This is an optimization exercise on Yosys and OpenROAD, whose aim is small area, not a production implementation. Function was checked by simulation only, so behaviour that the tests miss may differ from the original. No activity file was given, so power comes from the tool's default toggle rates.

[config.mk]
export PLATFORM = sky130hd
export DESIGN_NAME = write_back_buffer
export DESIGN_NICKNAME = write_back_buffer
export VERILOG_FILES = /design/flow/design.v
export SDC_FILE = /design/flow/constraint.sdc
export NUM_CORES = 4
export LEC_CHECK = 0
export CAP_MARGIN = 20
export CORE_MARGIN = 2
export CORE_UTILIZATION = 40
export SLEW_MARGIN = 20
[run.sh]
#!/bin/bash
# synth_recipe.tcl (not shown) runs the flow's synth.tcl, then flattens the netlist and writes it again
# the make line also repeats each setting of config.mk as NAME=value (left out here)
make -C /OpenROAD-flow-scripts/flow DESIGN_CONFIG=/design/flow/config.mk WORK_HOME=/design/flow/orfs CLKGATE_MAP_FILE= SYNTH_SCRIPT=/design/flow/synth_recipe.tcl finish
[constraint.sdc]
create_clock -name core_clock -period 6.0 [get_ports {clk}]
set_input_delay 1.2000 -clock core_clock [delete_from_list [all_inputs] [get_ports {clk}]]
set_output_delay 1.2000 -clock core_clock [all_outputs]
set_load 0.01 [all_outputs]
[design.v]
package write_back_buffer_pkg;
    localparam int WBB_ADDR_BITS      = 32;
    localparam int WBB_LINE_SIZE_DEF  = 16;
    localparam int WBB_DEPTH_DEF      = 4;
    typedef enum logic {
        IDLE    = 1'b0,
        RD_WAIT = 1'b1
    } wbb_state_e;
    function automatic integer wbb_offset_bits(input integer line_size);
        wbb_offset_bits = $clog2(line_size);
    endfunction
endpackage
module wbb_match #(
    parameter int  DEPTH   = 4,
    parameter int  LA_BITS = 28,
    localparam int IDX_W   = $clog2(DEPTH)
) (
    input  logic [DEPTH-1:0]              ent_vld,
    input  logic [DEPTH-1:0][LA_BITS-1:0] ent_addr,
    input  logic [LA_BITS-1:0]            key,
    output logic                          hit,
    output logic [IDX_W-1:0]              idx
);
    always_comb begin
        hit = 1'b0;
        idx = '0;
        for (int i = 0; i < DEPTH; i++) begin
            if (!hit && ent_vld[i] && ent_addr[i] == key) begin
                hit = 1'b1;
                idx = IDX_W'(i);
            end
        end
    end
endmodule
module write_back_buffer
#(
    parameter int  LINE_SIZE   = write_back_buffer_pkg::WBB_LINE_SIZE_DEF,
    parameter int  DEPTH       = write_back_buffer_pkg::WBB_DEPTH_DEF,
    localparam int OFFSET_BITS = write_back_buffer_pkg::wbb_offset_bits(LINE_SIZE),
    localparam int LA_BITS     = write_back_buffer_pkg::WBB_ADDR_BITS - OFFSET_BITS,
    localparam int DW          = LINE_SIZE * 8
) (
    input  logic               clk,
    input  logic               reset,
    input  logic               wb_valid,
    input  logic [LA_BITS-1:0] wb_line_addr,
    input  logic [DW-1:0]      wb_data,
    output logic               wb_ready,
    input  logic               rd_valid_in,
    input  logic [LA_BITS-1:0] rd_line_addr,
    output logic               rd_ready,
    output logic               rd_valid,
    output logic [DW-1:0]      rd_data,
    output logic               rd_fwd,
    output logic               mem_is_input_valid,
    output logic               mem_read,
    output logic               mem_write,
    output logic [LA_BITS-1:0] mem_addr,
    output logic [DW-1:0]      mem_din,
    input  logic               mem_ready,
    input  logic               mem_is_output_valid,
    input  logic [DW-1:0]      mem_dout
);
    localparam int PTR_W = $clog2(DEPTH);
    localparam int CNT_W = PTR_W + 1;
    logic [DEPTH-1:0]              vld_q, vld_d;
    logic [DEPTH-1:0][LA_BITS-1:0] addr_q, addr_d;
    logic [DEPTH-1:0][DW-1:0]      data_q, data_d;
    logic [PTR_W-1:0]              head_q, head_d, tail_q, tail_d;
    logic [CNT_W-1:0]              count_q, count_d;
    write_back_buffer_pkg::wbb_state_e state_q, state_d;
    logic                          pend_q, pend_d;
    logic [LA_BITS-1:0]            pend_addr_q, pend_addr_d;
    logic                          fwd_vld_q, fwd_vld_d;
    logic [DW-1:0]                 fwd_dat_q, fwd_dat_d;
    logic             wb_hit, rd_hit_buf;
    logic [PTR_W-1:0] wb_idx, rd_idx;
    logic             full, wb_acc, rd_acc, rd_same, rd_hit, miss_new, read_req;
    logic             issue_read, issue_drain, ret, coal, alloc;
    logic [LA_BITS-1:0] read_addr;
    wbb_match #(.DEPTH(DEPTH), .LA_BITS(LA_BITS)) u_wb_match (
        .ent_vld  (vld_q),
        .ent_addr (addr_q),
        .key      (wb_line_addr),
        .hit      (wb_hit),
        .idx      (wb_idx)
    );
    wbb_match #(.DEPTH(DEPTH), .LA_BITS(LA_BITS)) u_rd_match (
        .ent_vld  (vld_q),
        .ent_addr (addr_q),
        .key      (rd_line_addr),
        .hit      (rd_hit_buf),
        .idx      (rd_idx)
    );
    always_comb begin
        full        = (count_q == CNT_W'(DEPTH));
        wb_ready    = !full || wb_hit;
        wb_acc      = wb_valid && wb_ready;
        rd_ready    = (state_q == write_back_buffer_pkg::IDLE) && !pend_q;
        rd_acc      = rd_valid_in && rd_ready;
        rd_same     = wb_acc && (wb_line_addr == rd_line_addr);
        rd_hit      = rd_same || rd_hit_buf;
        miss_new    = rd_acc && !rd_hit;
        read_req    = miss_new || pend_q;
        read_addr   = pend_q ? pend_addr_q : rd_line_addr;
        issue_drain = !reset && (state_q == write_back_buffer_pkg::IDLE) && mem_ready && (count_q != '0) && (!read_req || full);
        issue_read  = !reset && (state_q == write_back_buffer_pkg::IDLE) && mem_ready && read_req && !issue_drain;
        ret         = !reset && (state_q == write_back_buffer_pkg::RD_WAIT) && mem_is_output_valid;
        coal        = wb_acc && wb_hit && !(issue_drain && (wb_idx == head_q));
        alloc       = wb_acc && !coal;
    end
    always_comb begin
        vld_d   = vld_q;
        addr_d  = addr_q;
        data_d  = data_q;
        head_d  = head_q;
        tail_d  = tail_q;
        count_d = count_q;
        if (issue_drain) begin
            vld_d[head_q] = 1'b0;
            head_d        = head_q + PTR_W'(1);
        end
        if (coal) begin
            data_d[wb_idx] = wb_data;
        end
        if (alloc) begin
            vld_d[tail_q]  = 1'b1;
            addr_d[tail_q] = wb_line_addr;
            data_d[tail_q] = wb_data;
            tail_d         = tail_q + PTR_W'(1);
        end
        case ({alloc, issue_drain})
            2'b10:   count_d = count_q + CNT_W'(1);
            2'b01:   count_d = count_q - CNT_W'(1);
            default: count_d = count_q;
        endcase
    end
    always_comb begin
        state_d     = state_q;
        pend_d      = pend_q;
        pend_addr_d = pend_addr_q;
        fwd_vld_d   = rd_acc && rd_hit;
        fwd_dat_d   = fwd_dat_q;
        if (rd_acc && rd_hit) begin
            fwd_dat_d = rd_same ? wb_data : data_q[rd_idx];
        end
        case (state_q)
            write_back_buffer_pkg::IDLE: begin
                if (issue_read) begin
                    state_d = write_back_buffer_pkg::RD_WAIT;
                    pend_d  = 1'b0;
                end else if (miss_new) begin
                    pend_d      = 1'b1;
                    pend_addr_d = rd_line_addr;
                end
            end
            write_back_buffer_pkg::RD_WAIT: begin
                if (ret) begin
                    state_d = write_back_buffer_pkg::IDLE;
                end
            end
            default: state_d = write_back_buffer_pkg::IDLE;
        endcase
    end
    always_ff @(posedge clk) begin
        if (reset) begin
            state_q     <= write_back_buffer_pkg::IDLE;
            vld_q       <= '0;
            addr_q      <= '0;
            data_q      <= '0;
            head_q      <= '0;
            tail_q      <= '0;
            count_q     <= '0;
            pend_q      <= 1'b0;
            pend_addr_q <= '0;
            fwd_vld_q   <= 1'b0;
            fwd_dat_q   <= '0;
        end else begin
            state_q     <= state_d;
            vld_q       <= vld_d;
            addr_q      <= addr_d;
            data_q      <= data_d;
            head_q      <= head_d;
            tail_q      <= tail_d;
            count_q     <= count_d;
            pend_q      <= pend_d;
            pend_addr_q <= pend_addr_d;
            fwd_vld_q   <= fwd_vld_d;
            fwd_dat_q   <= fwd_dat_d;
        end
    end
    assign rd_valid           = fwd_vld_q || ret;
    assign rd_fwd             = fwd_vld_q;
    assign rd_data            = ret ? mem_dout : (fwd_vld_q ? fwd_dat_q : '0);
    assign mem_is_input_valid = issue_read || issue_drain;
    assign mem_read           = issue_read;
    assign mem_write          = issue_drain;
    assign mem_addr           = issue_read ? read_addr : (issue_drain ? addr_q[head_q] : '0);
    assign mem_din            = issue_drain ? data_q[head_q] : '0;
endmodule
==> summary.txt <==
==> metal layers <==
layer	GRT usage	routed length, microns
met5	0	78
met4	0.122	6400
met3	0.0584	14400
met2	0.472	75900
met1	0.423	73400
==> synth_stat cells (all sizes together), types with 3 or more instances <==
cell	count
mux2	128
o21ai	68
a22o	576
buf	213
inv	36
or2	5
o22ai	4
nand2b	35
o31ai	3
xnor2	191
a22oi	7
nor3	12
dfxtp	794
a221oi	4
or4	4
nand3b	3
nand4b	3
a32o	10
and3	5
a211oi	260
mux4	156
nand3	152
nor3b	4
nor4	37
nand2	402
mux2i	191
a21o	4
xor2	64
and2	135
a21oi	162
nor2	315
a2bb2oi	3
clkbuf	230
nor4b	4
nand4	74
ha	18
o2bb2ai	13
or3	5
nor2b	3
==> critical path, stage by stage <==
cell and delay, ns:
clkdlybuf4s50_1 0.79, xnor2_1 0.19, nand4_1 0.14, nor4_1 0.50
buf_4 0.22, nand4_1 0.10, a21o_1 0.20, o221a_4 0.12
inv_4 0.15, buf_12 0.21, and2_1 0.18, clkdlybuf4s50_1 0.53
==> through the flow <==
stage	util	worst slack [ns]	TNS, ns	cell area, sq um	power (mW)
after global routing	0.518	0.0510	0	53700	14.3
final	0.518	0.179	0	53700	13.8
after CTS	0.518	0.125	0	53700	13.9
after detailed placement	0.486	-0.0342	-0.511	50300	7.75
after floorplan	-	1.04	0	41800	6.79
after global placement	0.486	0.00522	0	50300	7.76
==> worst paths after layout <==
check        cells past startpoint  slack, ns           end
min                              1       0.50   data_q[139]
max                             12       0.18  mem_din[100]
max reg2reg                     15       1.59   data_q[234]
min reg2reg                      1       0.50   data_q[139]
==> cell type report <==
| type | count | share of cell area |
|---|---|---|
| Antenna cell | 15 | 0.000699 |
| Clock buffer | 119 | 0.0477 |
| Clock inverter | 48 | 0.0140 |
| Inverter | 37 | 0.00268 |
| Multi-Input combinational cell | 3079 | 0.444 |
| Sequential cell | 794 | 0.296 |
| Tap cell | 1380 | 0.0322 |
| Timing Repair Buffer | 827 | 0.162 |
==> state kept, by name, indices dropped and copies added (netlist names) <==
name	count
addr_q	112
count_q	3
data_q	512
fwd_dat_q	128
fwd_vld_q	1
head_q	2
pend_addr_q	28
pend_q	1
state_q	1
tail_q	2
vld_q	4
==> timing repair <==
item / CTS / global route
resized for setup: 1 / 2
hold buffers: 0 / 0
buffers inserted: 0 / 0
cloned: 0 / 0
endpoints found under the setup margin: 47 / 34
endpoints found under the hold margin: 0 / 0
==> kinds of logic after synthesis <==
logic type | after synthesis
buffers and inverters | 480
AND/OR/NAND/NOR | 1203
multiplexers | 475
AO/OA/AOI/OAI | 1127
adder cells (fa/ha/maj) | 19
XOR/XNOR | 255
flip-flops | 794
==> power by group through the flow <==
stage / Combinational, mW / Sequential (mW) / Clock [mW]
2_1_floorplan: 1.10 / 5.69 / 0
3_3_place_gp: 1.97 / 5.79 / 0
3_5_place_dp: 1.97 / 5.79 / 0
4_1_cts: 1.98 / 5.68 / 6.23
5_1_grt: 2.10 / 5.70 / 6.46
6_report: 1.99 / 5.69 / 6.16
==> summary.txt <==
sequential share of power=0.411; CP required=between 4 and 5 ns; FMAX=around 0.17 GHz; clock root cell=clkbuf_16; Detailed Route WL=around 170,000 microns; WHS=roughly 0.50 ns; PwrDens=258 mW/mm^2; Synth Area in XOR/XNOR=0.0534; RSZ-0062 raised after global routing=false; CTS tree=built; fillers=9,560; Slew Limit Fails=0; Hold Path Class=flop to flop; EDFF count, synth=0; vias in the first global route=roughly 36,000; relative slew slack=0.209; share of the synthesized area in the top cell type=0.380; Worst Setup End Kind=primary output; final net count=between 5,000 and 6,000; CTS Buf Count=91; Synthesized Nets=4,690; first-pass GRT wire length=between 200,000 and 250,000 microns; Max FO, Critical Path=50; dominant synthesized flop cell=dfxtp_1; Setup violations, final=0; Pleak=approximately 20 nW; Yosys reg bits=794; via-per-instance ratio=6.01; CORE AREA=about 0.10 sq mm; total track usage=0.307; dpl cells=slightly above 6,000; hold_sp=data_q[139]; clock share of power=0.445; status=finished clean; Die Width=327 microns; initial drt markers=between 4,000 and 5,000; Area contributors post-synth=dfxtp_1 38%, a22o_1 12%, mux4_2 8.4%; MaxCap Viol Count=0; Arr. time, crit path=4.62 ns; die height=between 300 and 400 microns; Multi-input gate area=between 0.02 and 0.025 sq mm; Yosys top cell by area=dfxtp_1; CP startpoint kind=input port; Clk Latency, worst-skew pair=around 0.69 ns; RD Place Congestion=about 1.1; post-synthesis adder-cell area fraction=0.00587; antenna violations before repair=20; total grt overflow=0; Syn Inst Count=between 4,000 and 5,000; clock buffer depth=3; reg2reg start=addr_q[99]; Synth warnings=2; most common cell after layout, fill and taps aside=dfxtp_1; synth unique cells=73; layout cells sized above 1=0.143; largest net degree at the start of global routing=between 150 and 200; final non-filler cell total=around 6,300; final period utilization=0.970; Compound-Gate Fraction of Synth Area=0.209; CTS clk-pin slew, worst paths=0.06 ns; mux contribution to synthesized area=0.164; PortBufs=~610; die area=roughly 0.11 sq mm; most frequent cells in the layout=790 x dfxtp_1, 605 x clkdlybuf4s50_1, 576 x a22o_1; Synth Area per Inst=approximately 9.6 sq um; I/O Pins=roughly 600; Post-synth ARST share=0; Switching Fraction=0.271; DRC violations left=0; Combinational Power Share=0.144; Final Hold Violating Endpoints=0; sequential-to-total area share from yosys stat=0.380; total area of sequential cells=~0.016 sq mm; critical path startpoint=rd_line_addr[4]; area grow syn2layout=28.5%; Max VDD drop=about 0.18 mV; Site Rows=roughly 120; H-tree depth=3; vias=between 30,000 and 40,000; Switching Power=3.76 mW; post-DP HPWL=~120,000 microns; Final Critical Period=5.82 ns; Post-Syn Area=0.0418 sq mm; Worst-Margin Slew=about 1.2 ns; clk_skew=~0.046 ns; largest family of logic cells by synthesized area=compound AO/OA/AOI/OAI gates; CTS Sinks=a little under 800; Starting Density=0.403; crit path kind=input port to primary output; Post-Synth Simple-Gate Area=0.135; routed len/inst=about 27 microns; internal power=about 10 mW; 1st-pass router iterations=7; number of routed nets with antenna violations=0

## port drivers added, routing unchanged
The results above use ideal ports. As a check the final layout listed here was re-extracted and re-timed, cells and wires unchanged. Step 1 sets driving cells, clkbuf_16 on the clock port and buf_2 on the other inputs (assumed; they add their load-dependent delay and slew). Step 2, shift: input delay + t, output delay - t, t = (earliest + latest rising clock arrival at the registers) / 2. This alone moves slack from input paths to output paths. a / b / c = ideal / step 1 / step 2; a / b = the first two.
t (ns): 0.736
slack for setup (ns): 0.179 / 0.134 / 0.134
worst setup path after step 2: input to output
latest minus earliest clock arrival (ns): 0.046 / 0.046
pins driven straight from the clock port: 1
After both steps this run still meets setup and hold. For this run, drivers alone change the setup slack by -0.045 ns; drivers and shift together by -0.045 ns.
